Source: an optimization exercise on an open RTL-to-GDS flow (aim: small area, a short achievable clock period and few clock cycles per item). Production flows keep margins and buffers that such runs may drop. Function was checked by simulation only, so behaviour that the tests miss may differ from the original.

==> flow/design.v <==
package eeg_pkg;
    localparam int OPERAND_W = 31;
    localparam int COEF_W    = 32;
endpackage
module eeg_ctrl (
    input  logic       i_clk,
    input  logic       i_rst_n,
    input  logic       i_req_valid,
    output logic       o_req_stall,
    output logic       o_rsp_valid,
    input  logic       i_rsp_stall,
    input  logic       i_b_zero,     
    input  logic       i_rem_zero,   
    input  logic       i_ge1,        
    input  logic       i_ge2,        
    output logic       o_load,       
    output logic       o_go_up,      
    output logic       o_lvl0,       
    output logic [3:0] o_ccmd        
);
    logic [4:0] r_lvl;
    logic       r_lvl0;
    logic       r_up;
    logic       r_busy;
    logic       r_done1;
    logic       r_done2;
    logic       w_take;
    logic [3:0] r_ccmd;
    assign o_load  = i_req_valid && !r_busy;
    assign o_go_up = r_busy && r_up && i_ge2;
    assign o_lvl0  = r_lvl0;
    assign o_ccmd  = r_ccmd;
    assign o_rsp_valid = r_done2;
    assign o_req_stall = r_busy;
    assign w_take      = r_done2 && !i_rsp_stall;
    always_ff @(posedge i_clk) begin
        if (o_load) begin
            r_lvl  <= 5'd0;
            r_lvl0 <= 1'b1;
            r_up   <= 1'b1;
        end else if (o_go_up) begin
            r_lvl  <= r_lvl + 5'd1;
            r_lvl0 <= 1'b0;
            r_up   <= 1'b1;
        end else if (!r_lvl0) begin
            r_lvl  <= r_lvl - 5'd1;
            r_lvl0 <= (r_lvl == 5'd1);
            r_up   <= 1'b0;
        end else begin
            r_up   <= 1'b1;
        end
    end
    always_ff @(posedge i_clk) begin
        r_ccmd[3] <= o_load || (r_lvl0 && r_up && !i_ge1);
        r_ccmd[2] <= o_go_up;
        r_ccmd[1] <= r_lvl0;
        r_ccmd[0] <= i_ge1;
    end
    always_ff @(posedge i_clk) begin
        if (!i_rst_n) begin
            r_busy  <= 1'b0;
            r_done1 <= 1'b0;
            r_done2 <= 1'b0;
        end else if (o_load) begin
            r_busy  <= 1'b1;
            r_done1 <= i_b_zero;
            r_done2 <= 1'b0;
        end else if (w_take) begin
            r_busy  <= 1'b0;
            r_done1 <= 1'b0;
            r_done2 <= 1'b0;
        end else begin
            r_done1 <= r_done1 || (r_busy && r_lvl0 && i_rem_zero);
            r_done2 <= r_done1;
        end
    end
endmodule
module eeg_dp (
    input  logic        i_clk,
    input  logic [30:0] i_a,
    input  logic [30:0] i_b,
    input  logic        i_load,
    input  logic        i_go_up,
    input  logic        i_lvl0,
    input  logic [3:0]  i_ccmd,
    output logic        o_b_zero,
    output logic        o_rem_zero,
    output logic        o_ge1,
    output logic        o_ge2,
    output logic [94:0] o_rsp
);
    logic [30:0] r_r0, r_sr;
    logic [31:0] r_x0, r_sx, r_y0, r_sy;
    logic [31:0] w_dr;
    logic [31:0] w_dx, w_dy;
    logic        w_ge1;
    assign w_dr  = {1'b0, r_r0} - {1'b0, r_sr};
    assign w_ge1 = !w_dr[31];
    assign o_ge1 = w_ge1;
    assign o_ge2 = !r_sr[30] && (r_r0 >= {r_sr[29:0], 1'b0});
    always_ff @(posedge i_clk) begin
        if (i_load) begin
            r_r0 <= i_a;
            r_sr <= i_b;
        end else if (i_go_up) begin
            r_sr <= {r_sr[29:0], 1'b0};
        end else if (i_lvl0) begin
            r_r0 <= r_sr;
            r_sr <= w_ge1 ? w_dr[30:0] : r_r0;
        end else begin
            if (w_ge1) r_r0 <= w_dr[30:0];
            r_sr <= {1'b0, r_sr[30:1]};
        end
    end
    logic w_c_init, w_c_up, w_c_lvl0, w_c_sub;
    assign {w_c_init, w_c_up, w_c_lvl0, w_c_sub} = i_ccmd;
    assign w_dx = r_x0 - r_sx;
    assign w_dy = r_y0 - r_sy;
    always_ff @(posedge i_clk) begin
        if (w_c_init) begin
            r_x0 <= 32'd1;
            r_sx <= 32'd0;
            r_y0 <= 32'd0;
            r_sy <= 32'd1;
        end else if (w_c_up) begin
            r_sx <= {r_sx[30:0], 1'b0};
            r_sy <= {r_sy[30:0], 1'b0};
        end else if (w_c_lvl0) begin
            r_x0 <= r_sx;
            r_sx <= w_c_sub ? w_dx : r_x0;
            r_y0 <= r_sy;
            r_sy <= w_c_sub ? w_dy : r_y0;
        end else begin
            if (w_c_sub) begin
                r_x0 <= w_dx;
                r_y0 <= w_dy;
            end
            r_sx <= {r_sx[31], r_sx[31:1]};
            r_sy <= {r_sy[31], r_sy[31:1]};
        end
    end
    assign o_b_zero   = (i_b == 31'd0);
    assign o_rem_zero = (r_r0 == r_sr) || (r_r0 == 31'd0);
    assign o_rsp      = {r_x0, r_y0, r_r0};
endmodule
module extended_euclid_gcd_unit (
    input  logic        i_clk,
    input  logic        i_rst_n,
    input  logic        i_req_valid,
    output logic        o_req_stall,
    input  logic [61:0] i_req,
    output logic        o_rsp_valid,
    input  logic        i_rsp_stall,
    output logic [94:0] o_rsp
);
    logic       w_load, w_go_up, w_lvl0;
    logic [3:0] w_ccmd;
    logic       w_b_zero, w_rem_zero, w_ge1, w_ge2;
    eeg_ctrl u_ctrl (
        .i_clk       (i_clk),
        .i_rst_n     (i_rst_n),
        .i_req_valid (i_req_valid),
        .o_req_stall (o_req_stall),
        .o_rsp_valid (o_rsp_valid),
        .i_rsp_stall (i_rsp_stall),
        .i_b_zero    (w_b_zero),
        .i_rem_zero  (w_rem_zero),
        .i_ge1       (w_ge1),
        .i_ge2       (w_ge2),
        .o_load      (w_load),
        .o_go_up     (w_go_up),
        .o_lvl0      (w_lvl0),
        .o_ccmd      (w_ccmd)
    );
    eeg_dp u_dp (
        .i_clk      (i_clk),
        .i_a        (i_req[61:31]),
        .i_b        (i_req[30:0]),
        .i_load     (w_load),
        .i_go_up    (w_go_up),
        .i_lvl0     (w_lvl0),
        .i_ccmd     (w_ccmd),
        .o_b_zero   (w_b_zero),
        .o_rem_zero (w_rem_zero),
        .o_ge1      (w_ge1),
        .o_ge2      (w_ge2),
        .o_rsp      (o_rsp)
    );
endmodule
export LEC_CHECK = 0
export CAP_MARGIN = 20
export CORE_MARGIN = 2
export CORE_UTILIZATION = 40
export SETUP_SLACK_MARGIN = 5
export SLEW_MARGIN = 20
create_clock -name core_clock -period 8.0 [get_ports {i_clk}]
run.sh (not shown) runs the stock make flow with config.mk's settings and CLKGATE_MAP_FILE= SYNTH_SCRIPT=/design/flow/synth_recipe.tcl, a recipe that flattens the netlist after the stock synthesis.
Testbench counts at the start, summed over its fixed seeds: cycles 69,827, items 1,200.
==> next run, changes <==
--- a/flow/config.mk
+++ b/flow/config.mk
@@ -10,3 +10,3 @@
 export CORE_UTILIZATION = 40
-export SETUP_SLACK_MARGIN = 5
+export SETUP_SLACK_MARGIN = 4.5
 export SLEW_MARGIN = 20
The new run completed without violations; fmax drops by about 3.5%; routed wire length drops by about 12%; synthesized cell count is unchanged; design area drops by about 12%; flip-flop and latch count stays the same; worst hold slack got worse by 0.0042 ns; final cell count drops by about 5%; global-route usage drops by 2.1 points.

-- static timing again, ports no longer ideal --
In the flow no input, the clock included, has a driving cell. The finished layouts below were timed again as built, in two steps. Step 1 sets driving cells, clkbuf_16 on the clock port and buf_2 on the other inputs (assumed; they add their load-dependent delay and slew). Step 2 moves the port delays by t, midway between the first and last clock arrival at a register: inputs arrive t later, outputs are due t later. That takes back most of the time a late clock gives input paths. Slacks: no drivers / after step 1 / after step 2; pairs: no drivers / after step 1.
| run | t, ns | slack for setup (ns) | hold slack, ns | worst setup path at the end | latest minus earliest clock arrival (ns) |
|---|---|---|---|---|---|
| the first run | 0.605 | 4.732 / 4.713 / 4.362 | 0.465 / 0.465 / 0.465 | input to register | 0.019 / 0.019 |
| the second run | 0.597 | 4.613 / 4.613 / 4.456 | 0.461 / 0.461 / 0.461 | input to register | 0.017 / 0.017 |
After both steps setup and hold are still met in every run listed. The setup slack of the first run, which loses most, moves by -0.019 ns with the drivers and by -0.370 ns with both steps.
